This is an optimization exercise on Yosys and OpenROAD, whose aim is small area, not a production implementation. The RTL was checked by simulation tests, not by an equivalence proof against the original design. Power figures rest on the tool's default switching activity, not on a simulated workload.

## flow/design.v

```verilog
`timescale 1ns/100ps
`default_nettype none
module sgd_top (
    input  wire        clk,
    input  wire        rst_n,
    input  wire        start,
    input  wire [15:0] mini_batch_size,
    input  wire [15:0] number_of_samples,
    input  wire [15:0] number_of_epochs,
    input  wire [4:0]  step_shift,
    input  wire [31:0] sample_features,
    input  wire [31:0] sample_label,
    input  wire        sample_valid,
    output wire        sample_ready,
    output wire [31:0] x_out_data,
    output wire        x_out_valid,
    input  wire        x_out_ready,
    output wire        x_out_last,
    output wire        done
);
    reg  [4:0]  ph;           
    reg         insamp;       
    reg         dact;         
    reg         xz;           
    reg         gact, gupd;
    reg         xvalid, done_q;    
    reg  [1:0]  widx;
    reg  [15:0] mbs_r, ns_r, ec_r;    
    reg  [15:0] bc_r, sc_r;           
    reg  [4:0]  sh_r;
    reg         rl_s, rl_b;
    reg         bw_s, bw_b, one_s, one_b;
    reg  [31:0] x0, x1, x2, x3;
    reg  [31:0] g0, g1, g2, g3;
    reg  [31:0] fr;               
    reg         dl0;              
    reg  [15:0] dl16;             
    reg  [7:0]  dl8;
    reg  [3:0]  dl4;
    reg  [1:0]  dl2;
    reg         dl1;
    reg         sgn;              
    reg  [6:0]  lw;               
    reg  [5:0]  cd;               
    reg  [3:0]  cg0, cg1, cg2, cg3;
    wire p0  = ~|ph;
    wire p7  = (ph == 5'd7);
    wire p15 = (ph == 5'd15);
    wire p16 = (ph == 5'd16);
    wire p31 = &ph;
    wire [7:1] m;
    assign m[1] = (ph >= 5'd1);
    assign m[2] = (ph >= 5'd2);
    assign m[3] = (ph >= 5'd3);
    assign m[4] = (ph >= 5'd4);
    assign m[5] = (ph >= 5'd5);
    assign m[6] = (ph >= 5'd6);
    assign m[7] = (ph >= 5'd7);
    wire run = insamp | gact | xvalid;
    wire take_start = start & ~run;
    wire fend = p31 | take_start;
    wire d_on = p0 ? (insamp & sample_valid & ~xz & ~(gact & gupd)) : dact;
    wire [4:0] nsh = ~sh_r;
    wire dv16 = nsh[4] ? dl16[15] : dl0;
    wire dv8  = nsh[3] ? dl8[7]   : dv16;
    wire dv4  = nsh[2] ? dl4[3]   : dv8;
    wire dv2  = nsh[1] ? dl2[1]   : dv4;
    wire tapv = nsh[0] ? dl1      : dv2;
    wire [5:0] phs  = {1'b0, ph} + {1'b0, sh_r};
    wire       L    = phs[5] ? sgn : tapv;
    wire [31:0] sf = sample_features;
    wire [7:0]  fa0 = fr[7:0];
    wire [7:0]  fa1 = fr[15:8];
    wire [7:0]  fa2 = fr[23:16];
    wire [7:0]  fa3 = fr[31:24];
    wire gb0 = g0[0];
    wire gb1 = g1[0];
    wire gb2 = g2[0];
    wire gb3 = g3[0];
    wire gn0, gn1, gn2, gn3;
    wire [3:0] cg0_n, cg1_n, cg2_n, cg3_n;
    wire upd = gact & gupd;
    wire xn0 = upd & ~x0[0];
    wire xn1 = upd & ~x1[0];
    wire xn2 = upd & ~x2[0];
    wire xn3 = upd & ~x3[0];
    wire xe0 = xz ? 1'b0 : (upd ? ~gn0 : x0[0]);
    wire xe1 = xz ? 1'b0 : (upd ? ~gn1 : x1[0]);
    wire xe2 = xz ? 1'b0 : (upd ? ~gn2 : x2[0]);
    wire xe3 = xz ? 1'b0 : (upd ? ~gn3 : x3[0]);
    wire xd0 = x0[0];
    wire xd1 = x1[0];
    wire xd2 = x2[0];
    wire xd3 = x3[0];
    wire [7:1] xw0, xw1, xw2, xw3;
    genvar t;
    generate
        for (t = 1; t < 8; t = t + 1) begin : g_win
            assign xw0[t] = x0[32-t] & m[t];
            assign xw1[t] = x1[32-t] & m[t];
            assign xw2[t] = x2[32-t] & m[t];
            assign xw3[t] = x3[32-t] & m[t];
        end
    endgenerate
    wire bsel = sample_label[ph];
    wire dbit;
    wire [5:0] cd_n;
    wire dc_w1;
    wire dc_w2;
    wire dc_w3;
    wire dc_w4;
    wire dc_w5;
    wire dc_w6;
    wire dc_w7;
    wire dc_w8;
    wire dc_w9;
    wire dc_w10;
    wire dc_w11;
    wire dc_w12;
    wire dc_w13;
    wire dc_w14;
    wire dc_w15;
    wire dc_w16;
    wire dc_w17;
    wire dc_w18;
    wire dc_w19;
    wire dc_w20;
    wire dc_w21;
    wire dc_w22;
    wire dc_w23;
    wire dc_w24;
    wire dc_w25;
    wire dc_w26;
    wire dc_w27;
    wire dc_w28;
    wire dc_w29;
    wire dc_w30;
    wire dc_w31;
    wire dc_w32;
    wire dc_w33;
    wire dc_w34;
    wire dc_w35;
    wire dc_w36;
    wire dc_w37;
    wire dc_w38;
    wire dc_w39;
    wire dc_w40;
    wire dc_w41;
    wire dc_w42;
    wire dc_w43;
    wire dc_w44;
    wire dc_w45;
    wire dc_w46;
    wire dc_w47;
    wire dc_w48;
    wire dc_w49;
    wire dc_w50;
    wire dc_w51;
    wire dc_w52;
    wire dc_w53;
    wire dc_w54;
    wire dc_w55;
    wire dc_w56;
    wire dc_w57;
    wire dc_w58;
    wire dc_w59;
    wire dc_w60;
    wire dc_w61;
    wire dc_w62;
    wire dc_w63;
    wire dc_w64;
    wire dc_w65;
    wire dc_w66;
    wire dc_w67;
    wire dc_w68;
    wire dc_w69;
    wire dc_w70;
    wire dc_w71;
    wire dc_w72;
    wire dc_w73;
    wire dc_w74;
    wire dc_w75;
    wire dc_w76;
    wire dc_w77;
    wire dc_w78;
    wire dc_w79;
    wire dc_w80;
    assign dc_w1 = (sf[0] & xd0) ^ (sf[1] & xw0[1]) ^ (sf[2] & xw0[2]);
    assign dc_w2 = ((sf[0] & xd0) & (sf[1] & xw0[1])) | ((sf[0] & xd0) & (sf[2] & xw0[2])) | ((sf[1] & xw0[1]) & (sf[2] & xw0[2]));
    assign dc_w3 = (sf[3] & xw0[3]) ^ (sf[4] & xw0[4]) ^ (sf[5] & xw0[5]);
    assign dc_w4 = ((sf[3] & xw0[3]) & (sf[4] & xw0[4])) | ((sf[3] & xw0[3]) & (sf[5] & xw0[5])) | ((sf[4] & xw0[4]) & (sf[5] & xw0[5]));
    assign dc_w5 = (sf[6] & xw0[6]) ^ (sf[7] & ~xw0[7] & m[7]) ^ (sf[7] & p7);
    assign dc_w6 = ((sf[6] & xw0[6]) & (sf[7] & ~xw0[7] & m[7])) | ((sf[6] & xw0[6]) & (sf[7] & p7)) | ((sf[7] & ~xw0[7] & m[7]) & (sf[7] & p7));
    assign dc_w7 = (sf[8] & xd1) ^ (sf[9] & xw1[1]) ^ (sf[10] & xw1[2]);
    assign dc_w8 = ((sf[8] & xd1) & (sf[9] & xw1[1])) | ((sf[8] & xd1) & (sf[10] & xw1[2])) | ((sf[9] & xw1[1]) & (sf[10] & xw1[2]));
    assign dc_w9 = (sf[11] & xw1[3]) ^ (sf[12] & xw1[4]) ^ (sf[13] & xw1[5]);
    assign dc_w10 = ((sf[11] & xw1[3]) & (sf[12] & xw1[4])) | ((sf[11] & xw1[3]) & (sf[13] & xw1[5])) | ((sf[12] & xw1[4]) & (sf[13] & xw1[5]));
    assign dc_w11 = (sf[14] & xw1[6]) ^ (sf[15] & ~xw1[7] & m[7]) ^ (sf[15] & p7);
    assign dc_w12 = ((sf[14] & xw1[6]) & (sf[15] & ~xw1[7] & m[7])) | ((sf[14] & xw1[6]) & (sf[15] & p7)) | ((sf[15] & ~xw1[7] & m[7]) & (sf[15] & p7));
    assign dc_w13 = (sf[16] & xd2) ^ (sf[17] & xw2[1]) ^ (sf[18] & xw2[2]);
    assign dc_w14 = ((sf[16] & xd2) & (sf[17] & xw2[1])) | ((sf[16] & xd2) & (sf[18] & xw2[2])) | ((sf[17] & xw2[1]) & (sf[18] & xw2[2]));
    assign dc_w15 = (sf[19] & xw2[3]) ^ (sf[20] & xw2[4]) ^ (sf[21] & xw2[5]);
    assign dc_w16 = ((sf[19] & xw2[3]) & (sf[20] & xw2[4])) | ((sf[19] & xw2[3]) & (sf[21] & xw2[5])) | ((sf[20] & xw2[4]) & (sf[21] & xw2[5]));
    assign dc_w17 = (sf[22] & xw2[6]) ^ (sf[23] & ~xw2[7] & m[7]) ^ (sf[23] & p7);
    assign dc_w18 = ((sf[22] & xw2[6]) & (sf[23] & ~xw2[7] & m[7])) | ((sf[22] & xw2[6]) & (sf[23] & p7)) | ((sf[23] & ~xw2[7] & m[7]) & (sf[23] & p7));
    assign dc_w19 = (sf[24] & xd3) ^ (sf[25] & xw3[1]) ^ (sf[26] & xw3[2]);
    assign dc_w20 = ((sf[24] & xd3) & (sf[25] & xw3[1])) | ((sf[24] & xd3) & (sf[26] & xw3[2])) | ((sf[25] & xw3[1]) & (sf[26] & xw3[2]));
    assign dc_w21 = (sf[27] & xw3[3]) ^ (sf[28] & xw3[4]) ^ (sf[29] & xw3[5]);
    assign dc_w22 = ((sf[27] & xw3[3]) & (sf[28] & xw3[4])) | ((sf[27] & xw3[3]) & (sf[29] & xw3[5])) | ((sf[28] & xw3[4]) & (sf[29] & xw3[5]));
    assign dc_w23 = (sf[30] & xw3[6]) ^ (sf[31] & ~xw3[7] & m[7]) ^ (sf[31] & p7);
    assign dc_w24 = ((sf[30] & xw3[6]) & (sf[31] & ~xw3[7] & m[7])) | ((sf[30] & xw3[6]) & (sf[31] & p7)) | ((sf[31] & ~xw3[7] & m[7]) & (sf[31] & p7));
    assign dc_w25 = dc_w1 ^ dc_w3 ^ dc_w5;
    assign dc_w26 = (dc_w1 & dc_w3) | (dc_w1 & dc_w5) | (dc_w3 & dc_w5);
    assign dc_w27 = dc_w7 ^ dc_w9 ^ dc_w11;
    assign dc_w28 = (dc_w7 & dc_w9) | (dc_w7 & dc_w11) | (dc_w9 & dc_w11);
    assign dc_w29 = dc_w13 ^ dc_w15 ^ dc_w17;
    assign dc_w30 = (dc_w13 & dc_w15) | (dc_w13 & dc_w17) | (dc_w15 & dc_w17);
    assign dc_w31 = dc_w19 ^ dc_w21 ^ dc_w23;
    assign dc_w32 = (dc_w19 & dc_w21) | (dc_w19 & dc_w23) | (dc_w21 & dc_w23);
    assign dc_w33 = dc_w2 ^ dc_w4 ^ dc_w6;
    assign dc_w34 = (dc_w2 & dc_w4) | (dc_w2 & dc_w6) | (dc_w4 & dc_w6);
    assign dc_w35 = dc_w8 ^ dc_w10 ^ dc_w12;
    assign dc_w36 = (dc_w8 & dc_w10) | (dc_w8 & dc_w12) | (dc_w10 & dc_w12);
    assign dc_w37 = dc_w14 ^ dc_w16 ^ dc_w18;
    assign dc_w38 = (dc_w14 & dc_w16) | (dc_w14 & dc_w18) | (dc_w16 & dc_w18);
    assign dc_w39 = dc_w20 ^ dc_w22 ^ dc_w24;
    assign dc_w40 = (dc_w20 & dc_w22) | (dc_w20 & dc_w24) | (dc_w22 & dc_w24);
    assign dc_w41 = dc_w25 ^ dc_w27 ^ dc_w29;
    assign dc_w42 = (dc_w25 & dc_w27) | (dc_w25 & dc_w29) | (dc_w27 & dc_w29);
    assign dc_w43 = dc_w31 ^ ~bsel ^ cd[0];
    assign dc_w44 = (dc_w31 & ~bsel) | (dc_w31 & cd[0]) | (~bsel & cd[0]);
    assign dc_w45 = dc_w26 ^ dc_w28 ^ dc_w30;
    assign dc_w46 = (dc_w26 & dc_w28) | (dc_w26 & dc_w30) | (dc_w28 & dc_w30);
    assign dc_w47 = dc_w32 ^ dc_w33 ^ dc_w35;
    assign dc_w48 = (dc_w32 & dc_w33) | (dc_w32 & dc_w35) | (dc_w33 & dc_w35);
    assign dc_w49 = dc_w37 ^ dc_w39 ^ cd[1];
    assign dc_w50 = (dc_w37 & dc_w39) | (dc_w37 & cd[1]) | (dc_w39 & cd[1]);
    assign dc_w51 = dc_w34 ^ dc_w36 ^ dc_w38;
    assign dc_w52 = (dc_w34 & dc_w36) | (dc_w34 & dc_w38) | (dc_w36 & dc_w38);
    assign dc_w53 = dc_w42 ^ dc_w44 ^ dc_w45;
    assign dc_w54 = (dc_w42 & dc_w44) | (dc_w42 & dc_w45) | (dc_w44 & dc_w45);
    assign dc_w55 = dc_w46 ^ dc_w48 ^ dc_w50;
    assign dc_w56 = (dc_w46 & dc_w48) | (dc_w46 & dc_w50) | (dc_w48 & dc_w50);
    assign dc_w57 = dc_w51 ^ dc_w40 ^ cd[2];
    assign dc_w58 = (dc_w51 & dc_w40) | (dc_w51 & cd[2]) | (dc_w40 & cd[2]);
    assign dc_w59 = dc_w53 ^ dc_w47 ^ dc_w49;
    assign dc_w60 = (dc_w53 & dc_w47) | (dc_w53 & dc_w49) | (dc_w47 & dc_w49);
    assign dc_w61 = dc_w54 ^ dc_w55 ^ dc_w57;
    assign dc_w62 = (dc_w54 & dc_w55) | (dc_w54 & dc_w57) | (dc_w55 & dc_w57);
    assign dc_w63 = dc_w56 ^ dc_w58 ^ dc_w52;
    assign dc_w64 = (dc_w56 & dc_w58) | (dc_w56 & dc_w52) | (dc_w58 & dc_w52);
    assign dc_w65 = dc_w62 ^ dc_w63 ^ cd[3];
    assign dc_w66 = (dc_w62 & dc_w63) | (dc_w62 & cd[3]) | (dc_w63 & cd[3]);
    assign dc_w67 = dc_w66 ^ dc_w64 ^ cd[4];
    assign dc_w68 = (dc_w66 & dc_w64) | (dc_w66 & cd[4]) | (dc_w64 & cd[4]);
    assign dc_w69 = dc_w41 ^ dc_w43;
    assign dc_w70 = dc_w41 & dc_w43;
    assign dc_w71 = dc_w59 ^ dc_w70;
    assign dc_w72 = dc_w59 & dc_w70;
    assign dc_w73 = dc_w60 ^ dc_w61 ^ dc_w72;
    assign dc_w74 = (dc_w60 & dc_w61) | (dc_w60 & dc_w72) | (dc_w61 & dc_w72);
    assign dc_w75 = dc_w65 ^ dc_w74;
    assign dc_w76 = dc_w65 & dc_w74;
    assign dc_w77 = dc_w67 ^ dc_w76;
    assign dc_w78 = dc_w67 & dc_w76;
    assign dc_w79 = dc_w68 ^ cd[5] ^ dc_w78;
    assign dc_w80 = (dc_w68 & cd[5]) | (dc_w68 & dc_w78) | (cd[5] & dc_w78);
    assign dbit = dc_w69;
    assign cd_n = {dc_w80, dc_w79, dc_w77, dc_w75, dc_w73, dc_w71};
    wire gc0_w1;
    wire gc0_w2;
    wire gc0_w3;
    wire gc0_w4;
    wire gc0_w5;
    wire gc0_w6;
    wire gc0_w7;
    wire gc0_w8;
    wire gc0_w9;
    wire gc0_w10;
    wire gc0_w11;
    wire gc0_w12;
    wire gc0_w13;
    wire gc0_w14;
    wire gc0_w15;
    wire gc0_w16;
    wire gc0_w17;
    wire gc0_w18;
    wire gc0_w19;
    wire gc0_w20;
    wire gc0_w21;
    wire gc0_w22;
    wire gc0_w23;
    wire gc0_w24;
    assign gc0_w1 = (fa0[0] & L) ^ (fa0[1] & lw[0] & m[1]) ^ (fa0[2] & lw[1] & m[2]);
    assign gc0_w2 = ((fa0[0] & L) & (fa0[1] & lw[0] & m[1])) | ((fa0[0] & L) & (fa0[2] & lw[1] & m[2])) | ((fa0[1] & lw[0] & m[1]) & (fa0[2] & lw[1] & m[2]));
    assign gc0_w3 = (fa0[3] & lw[2] & m[3]) ^ (fa0[4] & lw[3] & m[4]) ^ (fa0[5] & lw[4] & m[5]);
    assign gc0_w4 = ((fa0[3] & lw[2] & m[3]) & (fa0[4] & lw[3] & m[4])) | ((fa0[3] & lw[2] & m[3]) & (fa0[5] & lw[4] & m[5])) | ((fa0[4] & lw[3] & m[4]) & (fa0[5] & lw[4] & m[5]));
    assign gc0_w5 = (fa0[6] & lw[5] & m[6]) ^ (fa0[7] & ~lw[6] & m[7]) ^ (fa0[7] & p7);
    assign gc0_w6 = ((fa0[6] & lw[5] & m[6]) & (fa0[7] & ~lw[6] & m[7])) | ((fa0[6] & lw[5] & m[6]) & (fa0[7] & p7)) | ((fa0[7] & ~lw[6] & m[7]) & (fa0[7] & p7));
    assign gc0_w7 = gb0 ^ xn0 ^ cg0[0];
    assign gc0_w8 = (gb0 & xn0) | (gb0 & cg0[0]) | (xn0 & cg0[0]);
    assign gc0_w9 = gc0_w1 ^ gc0_w3 ^ gc0_w5;
    assign gc0_w10 = (gc0_w1 & gc0_w3) | (gc0_w1 & gc0_w5) | (gc0_w3 & gc0_w5);
    assign gc0_w11 = gc0_w2 ^ gc0_w4 ^ gc0_w6;
    assign gc0_w12 = (gc0_w2 & gc0_w4) | (gc0_w2 & gc0_w6) | (gc0_w4 & gc0_w6);
    assign gc0_w13 = gc0_w10 ^ gc0_w11 ^ gc0_w8;
    assign gc0_w14 = (gc0_w10 & gc0_w11) | (gc0_w10 & gc0_w8) | (gc0_w11 & gc0_w8);
    assign gc0_w15 = gc0_w14 ^ gc0_w12 ^ cg0[2];
    assign gc0_w16 = (gc0_w14 & gc0_w12) | (gc0_w14 & cg0[2]) | (gc0_w12 & cg0[2]);
    assign gc0_w17 = gc0_w9 ^ gc0_w7;
    assign gc0_w18 = gc0_w9 & gc0_w7;
    assign gc0_w19 = gc0_w13 ^ cg0[1] ^ gc0_w18;
    assign gc0_w20 = (gc0_w13 & cg0[1]) | (gc0_w13 & gc0_w18) | (cg0[1] & gc0_w18);
    assign gc0_w21 = gc0_w15 ^ gc0_w20;
    assign gc0_w22 = gc0_w15 & gc0_w20;
    assign gc0_w23 = gc0_w16 ^ cg0[3] ^ gc0_w22;
    assign gc0_w24 = (gc0_w16 & cg0[3]) | (gc0_w16 & gc0_w22) | (cg0[3] & gc0_w22);
    assign gn0 = gc0_w17;
    assign cg0_n = {gc0_w24, gc0_w23, gc0_w21, gc0_w19};
    wire gc1_w1;
    wire gc1_w2;
    wire gc1_w3;
    wire gc1_w4;
    wire gc1_w5;
    wire gc1_w6;
    wire gc1_w7;
    wire gc1_w8;
    wire gc1_w9;
    wire gc1_w10;
    wire gc1_w11;
    wire gc1_w12;
    wire gc1_w13;
    wire gc1_w14;
    wire gc1_w15;
    wire gc1_w16;
    wire gc1_w17;
    wire gc1_w18;
    wire gc1_w19;
    wire gc1_w20;
    wire gc1_w21;
    wire gc1_w22;
    wire gc1_w23;
    wire gc1_w24;
    assign gc1_w1 = (fa1[0] & L) ^ (fa1[1] & lw[0] & m[1]) ^ (fa1[2] & lw[1] & m[2]);
    assign gc1_w2 = ((fa1[0] & L) & (fa1[1] & lw[0] & m[1])) | ((fa1[0] & L) & (fa1[2] & lw[1] & m[2])) | ((fa1[1] & lw[0] & m[1]) & (fa1[2] & lw[1] & m[2]));
    assign gc1_w3 = (fa1[3] & lw[2] & m[3]) ^ (fa1[4] & lw[3] & m[4]) ^ (fa1[5] & lw[4] & m[5]);
    assign gc1_w4 = ((fa1[3] & lw[2] & m[3]) & (fa1[4] & lw[3] & m[4])) | ((fa1[3] & lw[2] & m[3]) & (fa1[5] & lw[4] & m[5])) | ((fa1[4] & lw[3] & m[4]) & (fa1[5] & lw[4] & m[5]));
    assign gc1_w5 = (fa1[6] & lw[5] & m[6]) ^ (fa1[7] & ~lw[6] & m[7]) ^ (fa1[7] & p7);
    assign gc1_w6 = ((fa1[6] & lw[5] & m[6]) & (fa1[7] & ~lw[6] & m[7])) | ((fa1[6] & lw[5] & m[6]) & (fa1[7] & p7)) | ((fa1[7] & ~lw[6] & m[7]) & (fa1[7] & p7));
    assign gc1_w7 = gb1 ^ xn1 ^ cg1[0];
    assign gc1_w8 = (gb1 & xn1) | (gb1 & cg1[0]) | (xn1 & cg1[0]);
    assign gc1_w9 = gc1_w1 ^ gc1_w3 ^ gc1_w5;
    assign gc1_w10 = (gc1_w1 & gc1_w3) | (gc1_w1 & gc1_w5) | (gc1_w3 & gc1_w5);
    assign gc1_w11 = gc1_w2 ^ gc1_w4 ^ gc1_w6;
    assign gc1_w12 = (gc1_w2 & gc1_w4) | (gc1_w2 & gc1_w6) | (gc1_w4 & gc1_w6);
    assign gc1_w13 = gc1_w10 ^ gc1_w11 ^ gc1_w8;
    assign gc1_w14 = (gc1_w10 & gc1_w11) | (gc1_w10 & gc1_w8) | (gc1_w11 & gc1_w8);
    assign gc1_w15 = gc1_w14 ^ gc1_w12 ^ cg1[2];
    assign gc1_w16 = (gc1_w14 & gc1_w12) | (gc1_w14 & cg1[2]) | (gc1_w12 & cg1[2]);
    assign gc1_w17 = gc1_w9 ^ gc1_w7;
    assign gc1_w18 = gc1_w9 & gc1_w7;
    assign gc1_w19 = gc1_w13 ^ cg1[1] ^ gc1_w18;
    assign gc1_w20 = (gc1_w13 & cg1[1]) | (gc1_w13 & gc1_w18) | (cg1[1] & gc1_w18);
    assign gc1_w21 = gc1_w15 ^ gc1_w20;
    assign gc1_w22 = gc1_w15 & gc1_w20;
    assign gc1_w23 = gc1_w16 ^ cg1[3] ^ gc1_w22;
    assign gc1_w24 = (gc1_w16 & cg1[3]) | (gc1_w16 & gc1_w22) | (cg1[3] & gc1_w22);
    assign gn1 = gc1_w17;
    assign cg1_n = {gc1_w24, gc1_w23, gc1_w21, gc1_w19};
    wire gc2_w1;
    wire gc2_w2;
    wire gc2_w3;
    wire gc2_w4;
    wire gc2_w5;
    wire gc2_w6;
    wire gc2_w7;
    wire gc2_w8;
    wire gc2_w9;
    wire gc2_w10;
    wire gc2_w11;
    wire gc2_w12;
    wire gc2_w13;
    wire gc2_w14;
    wire gc2_w15;
    wire gc2_w16;
    wire gc2_w17;
    wire gc2_w18;
    wire gc2_w19;
    wire gc2_w20;
    wire gc2_w21;
    wire gc2_w22;
    wire gc2_w23;
    wire gc2_w24;
    assign gc2_w1 = (fa2[0] & L) ^ (fa2[1] & lw[0] & m[1]) ^ (fa2[2] & lw[1] & m[2]);
    assign gc2_w2 = ((fa2[0] & L) & (fa2[1] & lw[0] & m[1])) | ((fa2[0] & L) & (fa2[2] & lw[1] & m[2])) | ((fa2[1] & lw[0] & m[1]) & (fa2[2] & lw[1] & m[2]));
    assign gc2_w3 = (fa2[3] & lw[2] & m[3]) ^ (fa2[4] & lw[3] & m[4]) ^ (fa2[5] & lw[4] & m[5]);
    assign gc2_w4 = ((fa2[3] & lw[2] & m[3]) & (fa2[4] & lw[3] & m[4])) | ((fa2[3] & lw[2] & m[3]) & (fa2[5] & lw[4] & m[5])) | ((fa2[4] & lw[3] & m[4]) & (fa2[5] & lw[4] & m[5]));
    assign gc2_w5 = (fa2[6] & lw[5] & m[6]) ^ (fa2[7] & ~lw[6] & m[7]) ^ (fa2[7] & p7);
    assign gc2_w6 = ((fa2[6] & lw[5] & m[6]) & (fa2[7] & ~lw[6] & m[7])) | ((fa2[6] & lw[5] & m[6]) & (fa2[7] & p7)) | ((fa2[7] & ~lw[6] & m[7]) & (fa2[7] & p7));
    assign gc2_w7 = gb2 ^ xn2 ^ cg2[0];
    assign gc2_w8 = (gb2 & xn2) | (gb2 & cg2[0]) | (xn2 & cg2[0]);
    assign gc2_w9 = gc2_w1 ^ gc2_w3 ^ gc2_w5;
    assign gc2_w10 = (gc2_w1 & gc2_w3) | (gc2_w1 & gc2_w5) | (gc2_w3 & gc2_w5);
    assign gc2_w11 = gc2_w2 ^ gc2_w4 ^ gc2_w6;
    assign gc2_w12 = (gc2_w2 & gc2_w4) | (gc2_w2 & gc2_w6) | (gc2_w4 & gc2_w6);
    assign gc2_w13 = gc2_w10 ^ gc2_w11 ^ gc2_w8;
    assign gc2_w14 = (gc2_w10 & gc2_w11) | (gc2_w10 & gc2_w8) | (gc2_w11 & gc2_w8);
    assign gc2_w15 = gc2_w14 ^ gc2_w12 ^ cg2[2];
    assign gc2_w16 = (gc2_w14 & gc2_w12) | (gc2_w14 & cg2[2]) | (gc2_w12 & cg2[2]);
    assign gc2_w17 = gc2_w9 ^ gc2_w7;
    assign gc2_w18 = gc2_w9 & gc2_w7;
    assign gc2_w19 = gc2_w13 ^ cg2[1] ^ gc2_w18;
    assign gc2_w20 = (gc2_w13 & cg2[1]) | (gc2_w13 & gc2_w18) | (cg2[1] & gc2_w18);
    assign gc2_w21 = gc2_w15 ^ gc2_w20;
    assign gc2_w22 = gc2_w15 & gc2_w20;
    assign gc2_w23 = gc2_w16 ^ cg2[3] ^ gc2_w22;
    assign gc2_w24 = (gc2_w16 & cg2[3]) | (gc2_w16 & gc2_w22) | (cg2[3] & gc2_w22);
    assign gn2 = gc2_w17;
    assign cg2_n = {gc2_w24, gc2_w23, gc2_w21, gc2_w19};
    wire gc3_w1;
    wire gc3_w2;
    wire gc3_w3;
    wire gc3_w4;
    wire gc3_w5;
    wire gc3_w6;
    wire gc3_w7;
    wire gc3_w8;
    wire gc3_w9;
    wire gc3_w10;
    wire gc3_w11;
    wire gc3_w12;
    wire gc3_w13;
    wire gc3_w14;
    wire gc3_w15;
    wire gc3_w16;
    wire gc3_w17;
    wire gc3_w18;
    wire gc3_w19;
    wire gc3_w20;
    wire gc3_w21;
    wire gc3_w22;
    wire gc3_w23;
    wire gc3_w24;
    assign gc3_w1 = (fa3[0] & L) ^ (fa3[1] & lw[0] & m[1]) ^ (fa3[2] & lw[1] & m[2]);
    assign gc3_w2 = ((fa3[0] & L) & (fa3[1] & lw[0] & m[1])) | ((fa3[0] & L) & (fa3[2] & lw[1] & m[2])) | ((fa3[1] & lw[0] & m[1]) & (fa3[2] & lw[1] & m[2]));
    assign gc3_w3 = (fa3[3] & lw[2] & m[3]) ^ (fa3[4] & lw[3] & m[4]) ^ (fa3[5] & lw[4] & m[5]);
    assign gc3_w4 = ((fa3[3] & lw[2] & m[3]) & (fa3[4] & lw[3] & m[4])) | ((fa3[3] & lw[2] & m[3]) & (fa3[5] & lw[4] & m[5])) | ((fa3[4] & lw[3] & m[4]) & (fa3[5] & lw[4] & m[5]));
    assign gc3_w5 = (fa3[6] & lw[5] & m[6]) ^ (fa3[7] & ~lw[6] & m[7]) ^ (fa3[7] & p7);
    assign gc3_w6 = ((fa3[6] & lw[5] & m[6]) & (fa3[7] & ~lw[6] & m[7])) | ((fa3[6] & lw[5] & m[6]) & (fa3[7] & p7)) | ((fa3[7] & ~lw[6] & m[7]) & (fa3[7] & p7));
    assign gc3_w7 = gb3 ^ xn3 ^ cg3[0];
    assign gc3_w8 = (gb3 & xn3) | (gb3 & cg3[0]) | (xn3 & cg3[0]);
    assign gc3_w9 = gc3_w1 ^ gc3_w3 ^ gc3_w5;
    assign gc3_w10 = (gc3_w1 & gc3_w3) | (gc3_w1 & gc3_w5) | (gc3_w3 & gc3_w5);
    assign gc3_w11 = gc3_w2 ^ gc3_w4 ^ gc3_w6;
    assign gc3_w12 = (gc3_w2 & gc3_w4) | (gc3_w2 & gc3_w6) | (gc3_w4 & gc3_w6);
    assign gc3_w13 = gc3_w10 ^ gc3_w11 ^ gc3_w8;
    assign gc3_w14 = (gc3_w10 & gc3_w11) | (gc3_w10 & gc3_w8) | (gc3_w11 & gc3_w8);
    assign gc3_w15 = gc3_w14 ^ gc3_w12 ^ cg3[2];
    assign gc3_w16 = (gc3_w14 & gc3_w12) | (gc3_w14 & cg3[2]) | (gc3_w12 & cg3[2]);
    assign gc3_w17 = gc3_w9 ^ gc3_w7;
    assign gc3_w18 = gc3_w9 & gc3_w7;
    assign gc3_w19 = gc3_w13 ^ cg3[1] ^ gc3_w18;
    assign gc3_w20 = (gc3_w13 & cg3[1]) | (gc3_w13 & gc3_w18) | (cg3[1] & gc3_w18);
    assign gc3_w21 = gc3_w15 ^ gc3_w20;
    assign gc3_w22 = gc3_w15 & gc3_w20;
    assign gc3_w23 = gc3_w16 ^ cg3[3] ^ gc3_w22;
    assign gc3_w24 = (gc3_w16 & cg3[3]) | (gc3_w16 & gc3_w22) | (cg3[3] & gc3_w22);
    assign gn3 = gc3_w17;
    assign cg3_n = {gc3_w24, gc3_w23, gc3_w21, gc3_w19};
    always @(posedge clk) begin
        dl0  <= dbit;
        dl16 <= {dl16[14:0], dl0};
        dl8  <= {dl8[6:0], dv16};
        dl4  <= {dl4[2:0], dv8};
        dl2  <= {dl2[0], dv4};
        dl1  <= dv2;
        lw  <= {lw[5:0], L};
        if (p31) sgn <= dbit;
        cd  <= fend ? 6'd1 : cd_n;
        cg0 <= fend ? 4'd0 : cg0_n;
        cg1 <= fend ? 4'd0 : cg1_n;
        cg2 <= fend ? 4'd0 : cg2_n;
        cg3 <= fend ? 4'd0 : cg3_n;
        g0 <= {~xz & (gact ? (~gupd & gn0) : g0[0]), g0[31:1]};
        g1 <= {~xz & (gact ? (~gupd & gn1) : g1[0]), g1[31:1]};
        g2 <= {~xz & (gact ? (~gupd & gn2) : g2[0]), g2[31:1]};
        g3 <= {~xz & (gact ? (~gupd & gn3) : g3[0]), g3[31:1]};
        x0 <= {xe0, x0[31:1]};
        if (!xvalid) begin
            x1 <= {xe1, x1[31:1]};
            x2 <= {xe2, x2[31:1]};
            x3 <= {xe3, x3[31:1]};
        end
    end
    wire final_edge = gact & ~insamp & p31;
    wire xfer = xvalid & x_out_ready;
    always @(posedge clk) begin
        if (d_on & p31)
            fr <= sample_features;
        else if (final_edge)
            fr <= {xe0, x0[31:1]};
        else if (xfer)
            fr <= (widx == 2'd0) ? x1 : (widx == 2'd1) ? x2 : x3;
    end
    wire cwin = d_on & ~ph[4];
    wire es   = rl_s ? ns_r[0] : sc_r[0];
    wire eb   = rl_b ? mbs_r[0] : bc_r[0];
    wire bws  = p0 | bw_s;
    wire bwb  = p0 | bw_b;
    wire os   = p0 ? es : (one_s & ~es);
    wire ob   = p0 ? eb : (one_b & ~eb);
    wire ewin = d_on & ph[4] & rl_s;
    wire bwe  = p16 | bw_s;
    wire oe   = p16 ? ec_r[0] : (one_s & ~ec_r[0]);
    wire fin_now = rl_s & oe;
    always @(posedge clk) begin
        if (take_start) begin
            mbs_r <= mini_batch_size;
            ns_r  <= number_of_samples;
            ec_r  <= number_of_epochs;
            sh_r  <= step_shift;
        end else begin
            mbs_r <= {mbs_r[0], mbs_r[15:1]};
            ns_r  <= {ns_r[0], ns_r[15:1]};
            ec_r  <= {ewin ? (ec_r[0] ^ bwe) : ec_r[0], ec_r[15:1]};
        end
        sc_r  <= {cwin ? (es ^ bws) : sc_r[0], sc_r[15:1]};
        bc_r  <= {cwin ? (eb ^ bwb) : bc_r[0], bc_r[15:1]};
        bw_s  <= ph[4] ? (bwe & ~ec_r[0]) : (bws & ~es);
        bw_b  <= bwb & ~eb;
        one_s <= ph[4] ? oe : os;
        one_b <= ob;
    end
    always @(posedge clk) begin
        if (!rst_n) begin
            ph      <= 5'd0;
            insamp  <= 1'b0;
            dact    <= 1'b0;
            gact    <= 1'b0;
            xvalid  <= 1'b0;
            done_q  <= 1'b0;
        end else begin
            ph      <= take_start ? 5'd0 : ph + 5'd1;
            if (take_start) begin
                insamp <= 1'b1;
                done_q <= 1'b0;
                dact   <= 1'b0;
                gact   <= 1'b0;
            end else begin
                dact <= d_on & ~p31;
                if (p31) begin
                    gact <= d_on;
                    if (d_on & fin_now) insamp <= 1'b0;
                end
                if (final_edge) begin
                    xvalid <= 1'b1;
                end else if (xfer & (widx == 2'd3)) begin
                    xvalid <= 1'b0;
                    done_q <= 1'b1;
                end
            end
        end
    end
    always @(posedge clk) begin
        if (take_start) begin
            rl_s <= 1'b1;
            rl_b <= 1'b1;
            xz   <= 1'b1;
        end else begin
            if (p31) xz <= 1'b0;
            if (cwin & p15) begin
                rl_s    <= os;
                rl_b    <= os | ob;
            end
        end
        if (p31) begin
            gupd   <= rl_b;
        end
        if (final_edge) widx <= 2'd0;
        else if (xfer) widx <= widx + 2'd1;
    end
    assign sample_ready = dact & p31;
    assign x_out_data   = fr;
    assign x_out_valid  = xvalid;
    assign x_out_last   = (widx == 2'd3);
    assign done         = done_q;
endmodule
`default_nettype wire
```

## flow/flow/run.sh

```bash
#!/bin/bash
# The standard layout (standard.sh, all its steps), with these changes:
#  - synthesis is synth_recipe.tcl with ABC's logic mapping aimed at area
#    (synth_area.tcl, abc_area.script), and yosys synth's quick ABC pass
#    skipped (-noabc) so the full adders are extracted as written; the
#    registers, their names and cells are those of the standard synthesis;
#  - ports are buffered with sky130_fd_sc_hd__buf_1;
#  - the clock tree uses clkbuf_4 buffers in small clusters, no dummy loads.
# make's output goes to flow_make.log; ORFS's own logs are under orfs/logs.
set -euo pipefail
W="$(cd "$(dirname "$0")/.." && pwd)"
cd "$W"
export FLOW_WORK="$W"
export FLOW_ABC_SCRIPT="$W/flow/abc_area.script"
bash standard.sh \
  SYNTH_SCRIPT="$W/flow/synth_area.tcl" SYNTH_ARGS=-noabc \
  BUFFER_PORTS_ARGS="-buffer_cell sky130_fd_sc_hd__buf_1" \
  CTS_ARGS="-sink_clustering_enable -repair_clock_nets -dont_use_dummy_load -buf_list sky130_fd_sc_hd__clkbuf_8 -sink_clustering_size 20 -sink_clustering_max_diameter 30" \
  finish > "$W/flow_make.log" 2>&1
```

## flow/flow/abc_area.script

```
&get -n
&st
&syn2
&dch -f
&nf -a -F 20 -A 20 -E 100
&put
mfs2 -a
&get -n
&st
&dch -f
&nf -a -F 20 -A 20 -E 100
&put
topo
stime -c
```

## flow/flow/synth_area.tcl

```tcl
# The standard synthesis (synth_recipe.tcl), with ABC's mapping of the
# logic aimed at area (abc_area.script beside this file) instead of delay.
# Registers, their names and their cells are those of the standard synthesis.
proc abc {args} {
  set i [lsearch -exact $args -script]
  if {$i >= 0} {
    lset args [expr {$i + 1}] $::env(FLOW_ABC_SCRIPT)
  }
  yosys abc {*}$args
}
source $::env(FLOW_WORK)/synth_recipe.tcl
```

## flow/standard.sh

```bash
#!/bin/bash
# synth_recipe.tcl (not shown) runs the flow's synth.tcl, then flattens the netlist and writes it again
# the make line also repeats each setting of config.mk as NAME=value (left out here)
make -C /OpenROAD-flow-scripts/flow DESIGN_CONFIG=/design/flow/config.mk WORK_HOME=/design/flow/orfs CLKGATE_MAP_FILE= SYNTH_SCRIPT=/design/flow/synth_recipe.tcl "${@:-finish}"
```

## flow/config.mk

```make
export PLATFORM = sky130hd
export DESIGN_NAME = sgd_top
export DESIGN_NICKNAME = sgd_top
export VERILOG_FILES = /design/flow/design.v
export SDC_FILE = /design/flow/constraint.sdc
export NUM_CORES = 4
export LEC_CHECK = 0
export CAP_MARGIN = 20
export CORE_MARGIN = 2
export CORE_UTILIZATION = 80
export SLEW_MARGIN = 20
```

## flow/constraint.sdc

```tcl
create_clock -name core_clock -period 10.0 [get_ports {clk}]
set_input_delay 2.0000 -clock core_clock [delete_from_list [all_inputs] [get_ports {clk}]]
set_output_delay 2.0000 -clock core_clock [all_outputs]
set_load 0.01 [all_outputs]
```

==> results of run 1 <==
[power by group through the flow]
stage | Combinational, uW | Clock [uW] | Sequential, uW
CTS | 205 | 1070 | 2100
global route | 232 | 1140 | 2110
floorplan | 133 | 0 | 2100
global placement | 191 | 0 | 2120
finish | 208 | 1070 | 2100
detailed placement | 202 | 0 | 2130
[kinds of logic (layout without fill, tap and decap cells)]
logic type | after synthesis | in the layout | share of synthesized area
buffers and inverters | 16 | 239 | 0.00385
muxes | 49 | 49 | 0.0388
and+or+nand+nor | 368 | 368 | 0.110
DFF | 455 | 455 | 0.670
xor gates and xnor gates | 2 | 2 | 0.00112
AOI/OAI and AO/OA | 147 | 147 | 0.0566
adders and majority gates | 104 | 104 | 0.120
other | 0 | 1 | 0
[metrics by stage]
step                      power, uW  cell area (sq um)
after detailed placement       2330              16600
after CTS                      3370              17400
after global routing           3480              17400
final                          3370              17400
after floorplan                2240              15600
after global placement         2310              16600
[metal layers]
metal / wire length (um) / part of all wire / GRT usage
met1: 13600 / 0.38 / 0.466
met2: 17300 / 0.48 / 0.581
met3: 3430 / 0.096 / 0.0813
met4: 1560 / 0.043 / 0.170
met5: 14 / 0.00039 / 0
[placed cells by master (no fill, tap or decap), types with 11 or more instances in the layout]
cell                         n
sky130_fd_sc_hd__nand2_1   189
sky130_fd_sc_hd__a21oi_1    46
sky130_fd_sc_hd__o21ai_0    45
sky130_fd_sc_hd__and3_1     52
sky130_fd_sc_hd__and2_0     40
sky130_fd_sc_hd__nor2_1     54
sky130_fd_sc_hd__ha_1       26
sky130_fd_sc_hd__dfxtp_1   320
sky130_fd_sc_hd__buf_1     157
sky130_fd_sc_hd__buf_4      11
sky130_fd_sc_hd__o211ai_1   34
sky130_fd_sc_hd__clkinv_1   15
sky130_fd_sc_hd__fa_1       76
sky130_fd_sc_hd__mux2i_1    38
sky130_fd_sc_hd__clkbuf_8   55
sky130_fd_sc_hd__edfxtp_1  135
[layout make-up]
type,instances,area share
Tap cell,265,0.0191
Timing Repair Buffer,168,0.0386
Clock buffer,55,0.0435
Multi-Input combinational cell,670,0.294
Sequential cell,455,0.601
Inverter,16,0.00352
Antenna cell,1,0.000144
[how the worst max path moves through the flow]
stage,startpoint,to,cells after the start
final,ph[1]$_SDFF_PP0_,cd[4]$_SDFF_PP0_,14
after global routing,ph[0]$_SDFF_PP0_,cd[4]$_SDFF_PP0_,14
after CTS,ph[1]$_SDFF_PP0_,cd[4]$_SDFF_PP0_,14
after detailed placement,sample_features[7],cd[4]$_SDFF_PP0_,12
after global placement,sample_features[0],cd[4]$_SDFF_PP0_,12
after floorplan,xvalid$_SDFFE_PN0P_,insamp$_SDFFE_PN0P_,6
==> results.json, run 1 <==
{
  "run_status": "complete, no violations",
  "standby_leakage_power_uw": 0.00746,
  "final-setup-viol-count": 0,
  "timing.clock.skew_ns": 0.0588,
  "finalWeightedCongestion": 0.972,
  "ys_ff_latch": 455,
  "ys_async_sr_fraction": 0,
  "cap_violations": 0,
  "flow.area_growth_from_synthesis_pct": 11.4,
  "timing.hold.worst_endpoint": "g3[29]$_DFF_P_",
  "core_box_area_sq_um": 19300,
  "syn-instance-count": 1141,
  "nets_in_the_synthesized_netlist": 1367,
  "port_buffers": 157,
  "netlist.top_cell.by_area": "sky130_fd_sc_hd__dfxtp_1",
  "max_freq_ghz": 0.153,
  "worst_hold_path_type": "register to register",
  "p_int_uw": 2600,
  "route.detailed.wl_per_inst_um": 22.1,
  "clock_path_buffers": 3,
  "slowest_stage": "sky130_fd_sc_hd__dfxtp_1",
  "maxSlewViolCount": 0,
  "cp_startpoint_kind": "register",
  "layout-drive-gt1-share": 0.0579,
  "count_of_unique_library_cells_instantiated_by_yosys": 37,
  "die_h_um": 144,
  "share_comb_of_total_power": 0.062,
  "cts.sinks": 455,
  "synth-edff-count": 135,
  "cell_occurring_most_often_along_the_worst_timing_path": "sky130_fd_sc_hd__fa_1",
  "part_of_the_total_power_dissipated_in_the_clock_network": 0.316,
  "initial_core_util": 0.807,
  "netSwitchingPower_uw": 768,
  "place_worst_setup_slack_ns": 3.45,
  "worstMarginPinSlew_ns": 0.883,
  "hold-path-cell-count": 0,
  "sequential_element_share_of_the_synthesized_area": 0.670,
  "multi_input_comb_area_sq_um": 5110,
  "fin_crit_ns": 6.52,
  "worst_path_dominant_cell_family": "adder cells",
  "max_stage_delay_ns": 0.80,
  "count_of_buffers_added_by_post_cts_timing_repair_for_setup": 0,
  "grt_setup_unrepaired": "false",
  "reg2reg_to": "cd[4]$_SDFF_PP0_",
  "route.detailed.vias_per_inst": 6.14,
  "path_buf_inv": 1,
  "tritoncts.num_buffers": 55,
  "hpwl_reported_at_the_end_of_detailed_placement_um": 22900,
  "remaining_drc_errors": 0,
  "timing.final.crit_share": 0.652,
  "htree_levels": 2,
  "tritoncts": "yes",
  "globalRouteOverflowTotal": 0,
  "num-nets-final": 1592,
  "synth_area_sq_um": 15600,
  "ys_dominant_reg_cell": "sky130_fd_sc_hd__dfxtp_1",
  "grt_pass1_wl_um": 55400,
  "routed-via-count": 10000,
  "syn-mean-instance-area_sq_um": 13.7,
  "timing.setup.tns_ns": 0,
  "slew_headroom": 0.411,
  "power_frac_seq": 0.622,
  "worst_ep_arrival_time_ns": 7.00,
  "layout.area.seq_sq_um": 10500,
  "dr.pass1.iters": 5,
  "place_inst": 1574,
  "initial_antenna_violation_count": 2,
  "root_buffer": "sky130_fd_sc_hd__clkbuf_8",
  "critical_path_required_ns": 10.48,
  "regToRegStartpoint": "ph[1]$_SDFF_PP0_",
  "netlist_top_cells_area": "sky130_fd_sc_hd__dfxtp_1 (41%), sky130_fd_sc_hd__edfxtp_1 (26%), sky130_fd_sc_hd__fa_1 (9.7%)",
  "netlist_top_cells_count": "sky130_fd_sc_hd__dfxtp_1 (320), sky130_fd_sc_hd__nand2_1 (189), sky130_fd_sc_hd__edfxtp_1 (135)",
  "grt_start_max_net_pins": 70,
  "dieArea_sq_um": 20600,
  "ios": 158,
  "worst_setup_path_end_kind": "register",
  "die_span_in_x_um": 144,
  "worst_setup_hold_path_clk_slew_ns": 0.10,
  "first_iter_violations": 819,
  "fillerInstances": 772,
  "type_of_the_worst_setup_path": "register to register",
  "fin_util": 0.900,
  "post_cts_hold_buffer_count": 0,
  "fin_cells": 1630,
  "grt.total_usage": 0.359,
  "grt_pass1_vias": 10400,
  "yosysMostFrequentCell": "sky130_fd_sc_hd__dfxtp_1",
  "finalHoldViolations": 0,
  "hold_start": "g3[30]$_DFF_P_",
  "clock_latency_ns": 0.60,
  "rows": 51,
  "hold-worst-slack_ns": 0.289,
  "layout_setup_ws_ns": 3.48,
  "reg2reg_setup_slack_ns": 3.48,
  "synthDominantCellAreaShare": 0.410,
  "finalWirelength_um": 35900,
  "ant_nets": 0,
  "crit_path_cell_trace": "clkinv_1 > ha_1 > or4_1 > and3_1 > fa_1 > fa_1 > fa_1 > fa_1 > fa_1 > fa_1 > fa_1 > ha_1 > fa_1 > and2_0",
  "post_cts_resized": 0,
  "synthesis.yosys.warnings": 1,
  "switching_share": 0.228,
  "crit_fanout": 18,
  "maximum_resistive_drop_on_vdd_v": 0.000180,
  "ratio_of_total_power_to_cell_area_nw_per_um2": 194,
  "worst-r2r-cell-count": 14
}
==> inputs of run 2 (changes only) <==
--- a/flow/flow/run.sh
+++ b/flow/flow/run.sh
@@ -17,3 +17,3 @@
   BUFFER_PORTS_ARGS="-buffer_cell sky130_fd_sc_hd__buf_1" \
-  CTS_ARGS="-sink_clustering_enable -repair_clock_nets -dont_use_dummy_load -buf_list sky130_fd_sc_hd__clkbuf_8 -sink_clustering_size 20 -sink_clustering_max_diameter 30" \
+  CTS_ARGS="-sink_clustering_enable -repair_clock_nets -dont_use_dummy_load -buf_list sky130_fd_sc_hd__clkbuf_4 -sink_clustering_size 14 -sink_clustering_max_diameter 25" \
   finish > "$W/flow_make.log" 2>&1
==> results.json, run 2 <==
{
  "clock_path_buffers": 3,
  "yosysMostFrequentCell": "sky130_fd_sc_hd__dfxtp_1",
  "maxSlewViolCount": 0,
  "ratio_of_total_power_to_cell_area_nw_per_um2": 186,
  "final_cell_mix": "sky130_fd_sc_hd__dfxtp_1 (320), sky130_fd_sc_hd__nand2_1 (189), sky130_fd_sc_hd__buf_1 (157), sky130_fd_sc_hd__edfxtp_1 (135), sky130_fd_sc_hd__clkbuf_4 (78)",
  "nets_in_the_synthesized_netlist": 1367,
  "core_box_area_sq_um": 19300,
  "ys_async_sr_fraction": 0,
  "syn-mean-instance-area_sq_um": 13.7,
  "cap_violations": 0,
  "ant_nets": 0,
  "timing.final.crit_share": 0.651,
  "ios": 158,
  "netlist.top_cell.by_area": "sky130_fd_sc_hd__dfxtp_1",
  "maximum_resistive_drop_on_vdd_v": 0.000127,
  "ys_dominant_reg_cell": "sky130_fd_sc_hd__dfxtp_1",
  "netlist_top_cells_count": "sky130_fd_sc_hd__dfxtp_1 (320), sky130_fd_sc_hd__nand2_1 (189), sky130_fd_sc_hd__edfxtp_1 (135)",
  "fin_cells": 1658,
  "die_span_in_x_um": 144,
  "reg2reg_to": "cd[4]$_SDFF_PP0_",
  "most_common_cell_after_layout_fill_and_taps_aside": "sky130_fd_sc_hd__dfxtp_1",
  "htree_levels": 3,
  "ys_ff_latch": 455,
  "finalHoldViolations": 0,
  "startpoint": "ph[1]$_SDFF_PP0_",
  "first_iter_violations": 835,
  "post_synth_xor_area_fraction": 0.00112,
  "post_cts_hold_buffer_count": 0,
  "slowest_stage": "sky130_fd_sc_hd__dfxtp_1",
  "cts.sinks": 455,
  "grt_setup_unrepaired": "false",
  "netlist_top_cells_area": "sky130_fd_sc_hd__dfxtp_1 (41%), sky130_fd_sc_hd__edfxtp_1 (26%), sky130_fd_sc_hd__fa_1 (9.7%)",
  "initial_antenna_violation_count": 5,
  "worst-r2r-cell-count": 14,
  "regToRegStartpoint": "ph[1]$_SDFF_PP0_",
  "synth_top_family_by_area": "adder cells",
  "worst_setup_hold_path_clk_slew_ns": 0.11,
  "remaining_drc_errors": 0,
  "cp-endpoint": "cd[4]$_SDFF_PP0_",
  "cell_occurring_most_often_along_the_worst_timing_path": "sky130_fd_sc_hd__fa_1",
  "post_cts_resized": 0,
  "syn-instance-count": 1141,
  "tritoncts": "yes",
  "grt_pass1_vias": 10200,
  "routed-via-count": 10100,
  "timing.setup.tns_ns": 0,
  "standby_leakage_power_uw": 0.00742,
  "crit_fanout": 18,
  "synth-edff-count": 135,
  "path_buf_inv": 1,
  "clock_latency_ns": 0.72,
  "die_h_um": 144,
  "total_power_uw": 3210,
  "reg2reg_setup_slack_ns": 3.49,
  "post_synth_and_or_nand_nor_area_fraction": 0.110,
  "place_inst": 1574,
  "type_of_the_worst_setup_path": "register to register",
  "flow.area_growth_from_synthesis_pct": 10.4,
  "synthesis.yosys.warnings": 1,
  "timing.clock.skew_ns": 0.0737,
  "dieArea_sq_um": 20600,
  "fillerInstances": 853,
  "synth_compound_area_frac": 0.0566,
  "yosys.area_share.adder": 0.120,
  "synth_mux_area_frac": 0.0388,
  "count_of_buffers_added_by_post_cts_timing_repair_for_setup": 0,
  "route.detailed.vias_per_inst": 6.06,
  "count_of_unique_library_cells_instantiated_by_yosys": 37,
  "fin_util": 0.892,
  "grt_pass1_wl_um": 52700,
  "synth_area_sq_um": 15600,
  "fin_crit_ns": 6.51,
  "crit_path_cell_trace": "clkinv_1 > ha_1 > or4_1 > and3_1 > fa_1 > fa_1 > fa_1 > fa_1 > fa_1 > fa_1 > fa_1 > ha_1 > fa_1 > and2_0",
  "grt.total_usage": 0.340,
  "dr.pass1.iters": 5,
  "worst_path_dominant_cell_family": "adder cells",
  "num-nets-final": 1615,
  "slew_headroom": 0.426,
  "run_status": "complete, no violations",
  "worst_setup_path_end_kind": "register",
  "cp_startpoint_kind": "register",
  "rows": 51,
  "globalRouteOverflowTotal": 0,
  "worst_ep_arrival_time_ns": 7.09,
  "max_stage_delay_ns": 0.79,
  "route.detailed.wl_per_inst_um": 20.5,
  "root_buffer": "sky130_fd_sc_hd__clkbuf_4",
  "finalWeightedCongestion": 0.972,
  "port_buffers": 157,
  "initial_core_util": 0.807,
  "critical_path_required_ns": 10.58,
  "tritoncts.num_buffers": 78,
  "layout-drive-gt1-share": 0.0735,
  "worstMarginPinSlew_ns": 0.860,
  "sequential_element_share_of_the_synthesized_area": 0.670,
  "final-setup-viol-count": 0,
  "finalWirelength_um": 34000,
  "max_freq_ghz": 0.154,
  "hpwl_reported_at_the_end_of_detailed_placement_um": 22900,
  "synthDominantCellAreaShare": 0.410,
  "grt_start_max_net_pins": 70,
  "timing.critical_path.depth": 14,
  "worst_hold_path_type": "register to register"
}
-- run 2: how the worst min path moves through the flow --
stage | startpoint | to | slack, ns | depth (start not counted)
after detailed placement | dl16[14]$_DFF_P_ | dl16[15]$_DFF_P_ | 0.31 | 0
after CTS | dl16[3]$_DFF_P_ | dl16[4]$_DFF_P_ | 0.27 | 0
after global placement | dl8[0]$_DFF_P_ | dl8[1]$_DFF_P_ | 0.31 | 0
after floorplan | bc_r[1]$_DFF_P_ | bc_r[0]$_DFF_P_ | 0.31 | 0
after global routing | dl16[3]$_DFF_P_ | dl16[4]$_DFF_P_ | 0.26 | 0
final | dl16[5]$_DFF_P_ | dl16[6]$_DFF_P_ | 0.28 | 0
-- run 2: cell families after synthesis --
logic type | Yosys count
flip-flops | 455
buffers and inverters | 16
AO/OA/AOI/OAI | 147
multiplexers | 49
AND/OR/NAND/NOR | 368
adder cells (fa/ha/maj) | 104
XOR/XNOR | 2
-- run 2: metal layers --
metal	vias to the layer above	track usage	part of all wire
met5	-	0	0
met4	0	0.164	0.038
met3	127	0.0866	0.098
met2	634	0.533	0.48
met1	4831	0.452	0.39
li1	4461	-	-
-- run 2: stage by stage --
stage | worst slack (ns) | hold WS (ns) | cell area, sq um
5_1_grt | 3.26 | 0.259 | 17200
2_1_floorplan | 3.14 | 0.310 | 15600
3_3_place_gp | 3.55 | 0.310 | 16600
3_5_place_dp | 3.45 | 0.312 | 16600
6_report | 3.49 | 0.285 | 17200
4_1_cts | 3.56 | 0.274 | 17200
-- run 2: cell type report --
cell class / instances / area (sq um) / share of cell area
sequential: 455 / 10500 / 0.607
antenna: 6 / 15.0 / 0.000871
inverter: 16 / 61.3 / 0.00356
clock buffer: 78 / 586 / 0.0340
timing repair buffer: 168 / 672 / 0.0390
tap: 265 / 332 / 0.0192
multi-input combinational: 670 / 5110 / 0.297
-- run 2: worst reg2reg max path: stages (launching register included) --
cell and delay, ns:
sky130_fd_sc_hd__dfxtp_1 0.79, sky130_fd_sc_hd__clkinv_1 0.24, sky130_fd_sc_hd__ha_1 0.25, sky130_fd_sc_hd__or4_1 0.74
sky130_fd_sc_hd__and3_1 0.31, sky130_fd_sc_hd__fa_1 0.52, sky130_fd_sc_hd__fa_1 0.53, sky130_fd_sc_hd__fa_1 0.46
sky130_fd_sc_hd__fa_1 0.46, sky130_fd_sc_hd__fa_1 0.45, sky130_fd_sc_hd__fa_1 0.41, sky130_fd_sc_hd__fa_1 0.46
sky130_fd_sc_hd__ha_1 0.23, sky130_fd_sc_hd__fa_1 0.43, sky130_fd_sc_hd__and2_0 0.15
-- run 2: where the power goes --
part,leakage [uW],switching (uW),internal (uW)
registers,0.00417,57.4,2030
clock network,0.000359,555,358
logic,0.00289,125,82.7
==> inputs of run 3 (changes only) <==
--- a/flow/design.v
+++ b/flow/design.v
@@ -25,3 +25,3 @@
     reg         gact, gupd;
-    reg         xvalid, done_q;    
+    reg         xvalid;       
     reg  [1:0]  widx;
@@ -41,3 +41,2 @@
     reg         dl1;
-    reg         sgn;              
     reg  [6:0]  lw;               
@@ -69,3 +68,3 @@
     wire [5:0] phs  = {1'b0, ph} + {1'b0, sh_r};
-    wire       L    = phs[5] ? sgn : tapv;
+    wire       L    = phs[5] ? lw[0] : tapv;
     wire [31:0] sf = sample_features;
@@ -477,3 +476,2 @@
         lw  <= {lw[5:0], L};
-        if (p31) sgn <= dbit;
         cd  <= fend ? 6'd1 : cd_n;
@@ -540,3 +538,3 @@
             xvalid  <= 1'b0;
-            done_q  <= 1'b0;
+            xz      <= 1'b1;
         end else begin
@@ -545,3 +543,3 @@
                 insamp <= 1'b1;
-                done_q <= 1'b0;
+                xz     <= 1'b1;
                 dact   <= 1'b0;
@@ -550,2 +548,3 @@
                 dact <= d_on & ~p31;
+                if (p31 & insamp) xz <= 1'b0;
                 if (p31) begin
@@ -558,3 +557,2 @@
                     xvalid <= 1'b0;
-                    done_q <= 1'b1;
                 end
@@ -567,5 +565,3 @@
             rl_b <= 1'b1;
-            xz   <= 1'b1;
         end else begin
-            if (p31) xz <= 1'b0;
             if (cwin & p15) begin
@@ -585,3 +581,3 @@
     assign x_out_last   = (widx == 2'd3);
-    assign done         = done_q;
+    assign done         = ~run & ~xz;
 endmodule
--- a/flow/flow/run.sh
+++ b/flow/flow/run.sh
@@ -17,3 +17,3 @@
   BUFFER_PORTS_ARGS="-buffer_cell sky130_fd_sc_hd__buf_1" \
-  CTS_ARGS="-sink_clustering_enable -repair_clock_nets -dont_use_dummy_load -buf_list sky130_fd_sc_hd__clkbuf_4 -sink_clustering_size 14 -sink_clustering_max_diameter 25" \
+  CTS_ARGS="-sink_clustering_enable -repair_clock_nets -dont_use_dummy_load -buf_list sky130_fd_sc_hd__clkbuf_4 -sink_clustering_size 10 -sink_clustering_max_diameter 30" \
   finish > "$W/flow_make.log" 2>&1
==> results.json, run 3 <==
{
  "core_box_area_sq_um": 19300,
  "dieArea_sq_um": 20600,
  "synth-edff-count": 134,
  "yosysMostFrequentCell": "sky130_fd_sc_hd__dfxtp_1",
  "synthDominantCellAreaShare": 0.410,
  "globalRouteOverflowTotal": 0,
  "remaining_drc_errors": 0,
  "nets_in_the_synthesized_netlist": 1271,
  "worstMarginPinSlew_ns": 1.15,
  "initial_core_util": 0.808,
  "hold_start": "g0[3]$_DFF_P_",
  "grt_start_max_net_pins": 97,
  "root_buffer": "sky130_fd_sc_hd__clkbuf_4",
  "max_stage_delay_ns": 0.96,
  "timing.setup.tns_ns": 0,
  "timing.clock.skew_ns": 0.0742,
  "worst_setup_hold_path_clk_slew_ns": 0.10,
  "sequential_element_share_of_the_synthesized_area": 0.669,
  "netlist_top_cells_count": "sky130_fd_sc_hd__dfxtp_1 (319), sky130_fd_sc_hd__edfxtp_1 (134), sky130_fd_sc_hd__fa_1 (76)",
  "place_worst_setup_slack_ns": 3.39,
  "route.detailed.wl_per_inst_um": 23.7,
  "synth_compound_area_frac": 0.0535,
  "post_synth_and_or_nand_nor_area_fraction": 0.0808,
  "rows": 51,
  "clock_latency_ns": 0.70,
  "worst_setup_path_end_kind": "register",
  "run_status": "complete, no violations",
  "ios": 158,
  "cts.sinks": 453,
  "count_of_buffers_added_by_post_cts_timing_repair_for_setup": 0,
  "cell_occurring_most_often_along_the_worst_timing_path": "sky130_fd_sc_hd__fa_1",
  "finalWirelength_um": 36800,
  "reg2reg_to": "cd[4]$_SDFF_PP0_",
  "grt_pass1_wl_um": 55700,
  "grt.total_usage": 0.369,
  "path_buf_inv": 0,
  "max_freq_ghz": 0.149,
  "finalHoldViolations": 0,
  "fin_util": 0.888,
  "crit_fanout": 17,
  "die_span_in_x_um": 143,
  "cap_violations": 0,
  "synth_top_family_by_area": "adder cells",
  "total_power_uw": 3170,
  "startpoint": "ph[0]$_SDFF_PP0_",
  "clock_path_buffers": 3,
  "hold-path-cell-count": 0,
  "worst-r2r-cell-count": 14,
  "worst_path_dominant_cell_family": "adder cells",
  "post_cts_hold_buffer_count": 0,
  "synth_area_sq_um": 15600,
  "most_common_cell_after_layout_fill_and_taps_aside": "sky130_fd_sc_hd__dfxtp_1",
  "worst_hold_path_type": "register to register",
  "port_buffers": 157,
  "ratio_of_total_power_to_cell_area_nw_per_um2": 185,
  "tritoncts": "yes",
  "first_iter_violations": 805,
  "layout-drive-gt1-share": 0.0719,
  "slew_headroom": 0.224,
  "maximum_resistive_drop_on_vdd_v": 0.000139,
  "fin_crit_ns": 6.70,
  "critical_path_required_ns": 10.53,
  "flow.area_growth_from_synthesis_pct": 9.98,
  "ant_nets": 0,
  "die_h_um": 143,
  "timing.hold.worst_endpoint": "g0[2]$_DFF_P_",
  "grt_pass1_vias": 10300,
  "count_of_unique_library_cells_instantiated_by_yosys": 44,
  "timing.final.crit_share": 0.670,
  "hpwl_reported_at_the_end_of_detailed_placement_um": 23800,
  "post_cts_resized": 0,
  "type_of_the_worst_setup_path": "register to register",
  "yosys.area_share.adder": 0.120,
  "netlist.top_cell.by_area": "sky130_fd_sc_hd__dfxtp_1",
  "standby_leakage_power_uw": 0.00710,
  "tritoncts.num_buffers": 68,
  "htree_levels": 3,
  "stdcell_area_sq_um": 17100,
  "crit_path_cell_trace": "ha_1 > nor3_1 > a21boi_0 > and3_1 > fa_1 > fa_1 > fa_1 > fa_1 > fa_1 > fa_1 > fa_1 > ha_1 > fa_1 > and2_0",
  "cp_startpoint_kind": "register",
  "fillerInstances": 843,
  "layout_setup_ws_ns": 3.30,
  "ys_dominant_reg_cell": "sky130_fd_sc_hd__dfxtp_1",
  "syn-mean-instance-area_sq_um": 14.9,
  "syn-instance-count": 1045,
  "routed-via-count": 9704,
  "regToRegStartpoint": "ph[0]$_SDFF_PP0_",
  "worst_ep_arrival_time_ns": 7.23,
  "maxSlewViolCount": 0,
  "num-nets-final": 1507,
  "synthesis.yosys.warnings": 1,
  "route.detailed.vias_per_inst": 6.27,
  "ys_async_sr_fraction": 0,
  "reg2reg_setup_slack_ns": 3.30,
  "final_cell_mix": "sky130_fd_sc_hd__dfxtp_1 (319), sky130_fd_sc_hd__buf_1 (157), sky130_fd_sc_hd__edfxtp_1 (134), sky130_fd_sc_hd__fa_1 (76), sky130_fd_sc_hd__clkbuf_4 (68)",
  "ys_ff_latch": 453,
  "finalWeightedCongestion": 0.886,
  "placed_area_sq_um": 16600,
  "initial_antenna_violation_count": 2,
  "post_synth_xor_area_fraction": 0.00113,
  "grt_setup_unrepaired": "false",
  "dr.pass1.iters": 5,
  "synth_mux_area_frac": 0.0723,
  "final-setup-viol-count": 0,
  "slowest_stage": "sky130_fd_sc_hd__dfxtp_1",
  "netlist_top_cells_area": "sky130_fd_sc_hd__dfxtp_1 (41%), sky130_fd_sc_hd__edfxtp_1 (26%), sky130_fd_sc_hd__fa_1 (9.8%)"
}
run 3: metrics by stage:
| step | hold WS [ns] | cells |
|---|---|---|
| after floorplan | 0.310 | 1045 |
| after global placement | 0.310 | 1475 |
| after detailed placement | 0.312 | 1475 |
| after CTS | 0.279 | 1543 |
| after global routing | 0.294 | 1547 |
| final | 0.291 | 1548 |
run 3: how the worst max path moves through the flow:
| stage | depth (start not counted) | to | slack [ns] |
|---|---|---|---|
| 2_1_floorplan | 4 | insamp$_SDFFE_PN0P_ | 2.87 |
| 3_3_place_gp | 12 | cd[4]$_SDFF_PP0_ | 3.53 |
| 3_5_place_dp | 12 | cd[4]$_SDFF_PP0_ | 3.39 |
| 4_1_cts | 14 | cd[4]$_SDFF_PP0_ | 3.34 |
| 5_1_grt | 14 | cd[4]$_SDFF_PP0_ | 3.03 |
| 6_report | 14 | cd[4]$_SDFF_PP0_ | 3.30 |
run 3: logic make-up after synthesis:
kind of cell | after synthesis
xor+xnor | 2
buf+inv | 14
fa+ha+maj | 104
mux | 95
flops | 453
compound gates | 137
simple gates | 240
run 3: layer usage:
metal	global-route usage	share of wire
met4	0.201	0.049
met5	0	0
met3	0.115	0.11
met1	0.446	0.36
met2	0.597	0.49
run 3: area by class of cell:
type / instances / area [sq um] / share of cell area
multi-input cells: 578 / 5150 / 0.301
inverters: 14 / 53.8 / 0.00314
flip-flops and latches: 453 / 10400 / 0.608
well taps: 265 / 332 / 0.0194
clock buffers: 68 / 510 / 0.0298
diodes: 4 / 10.0 / 0.000585
repair buffers: 166 / 658 / 0.0384
run 3: power by group:
part	internal (uW)	switching, uW	total [uW]
clock network	314	562	877
registers	2020	64.4	2090
logic	88.3	119	207
total	2430	746	3170

## what the ideal ports hide
The results above use ideal ports. As a check the final layouts listed here were re-extracted and re-timed, cells and wires unchanged.
Step 1, drivers: a clkbuf_16 drives clk and a buf_2 each remaining input, both assumed.
Step 2 adds t to the input delays and takes it off the output delays; t is the mean of the earliest and latest rising clock arrival at the registers after step 1. Input paths then give back, and output paths get back, about the clock's delay inside the block.
Slacks: ideal / step 1 / step 2; pairs: ideal / step 1.
run | shift t [ns] | setup slack, ns | worst setup path at the end | worst register clock-pin slew, ns | cell pins on the clock port's net
run 1 | 0.619 | 3.481 / 3.481 / 3.366 | input to register | 0.10 / 0.10 | 1
run 2 | 0.717 | 3.494 / 3.494 / 3.385 | input to register | 0.12 / 0.12 | 1
run 3 | 0.707 | 3.299 / 3.299 / 3.299 | register to register | 0.11 / 0.11 | 1
After both steps setup and hold are still met in every run listed. The setup slack of run 1, which loses most, moves by 0.000 ns with the drivers and by -0.115 ns with both steps.
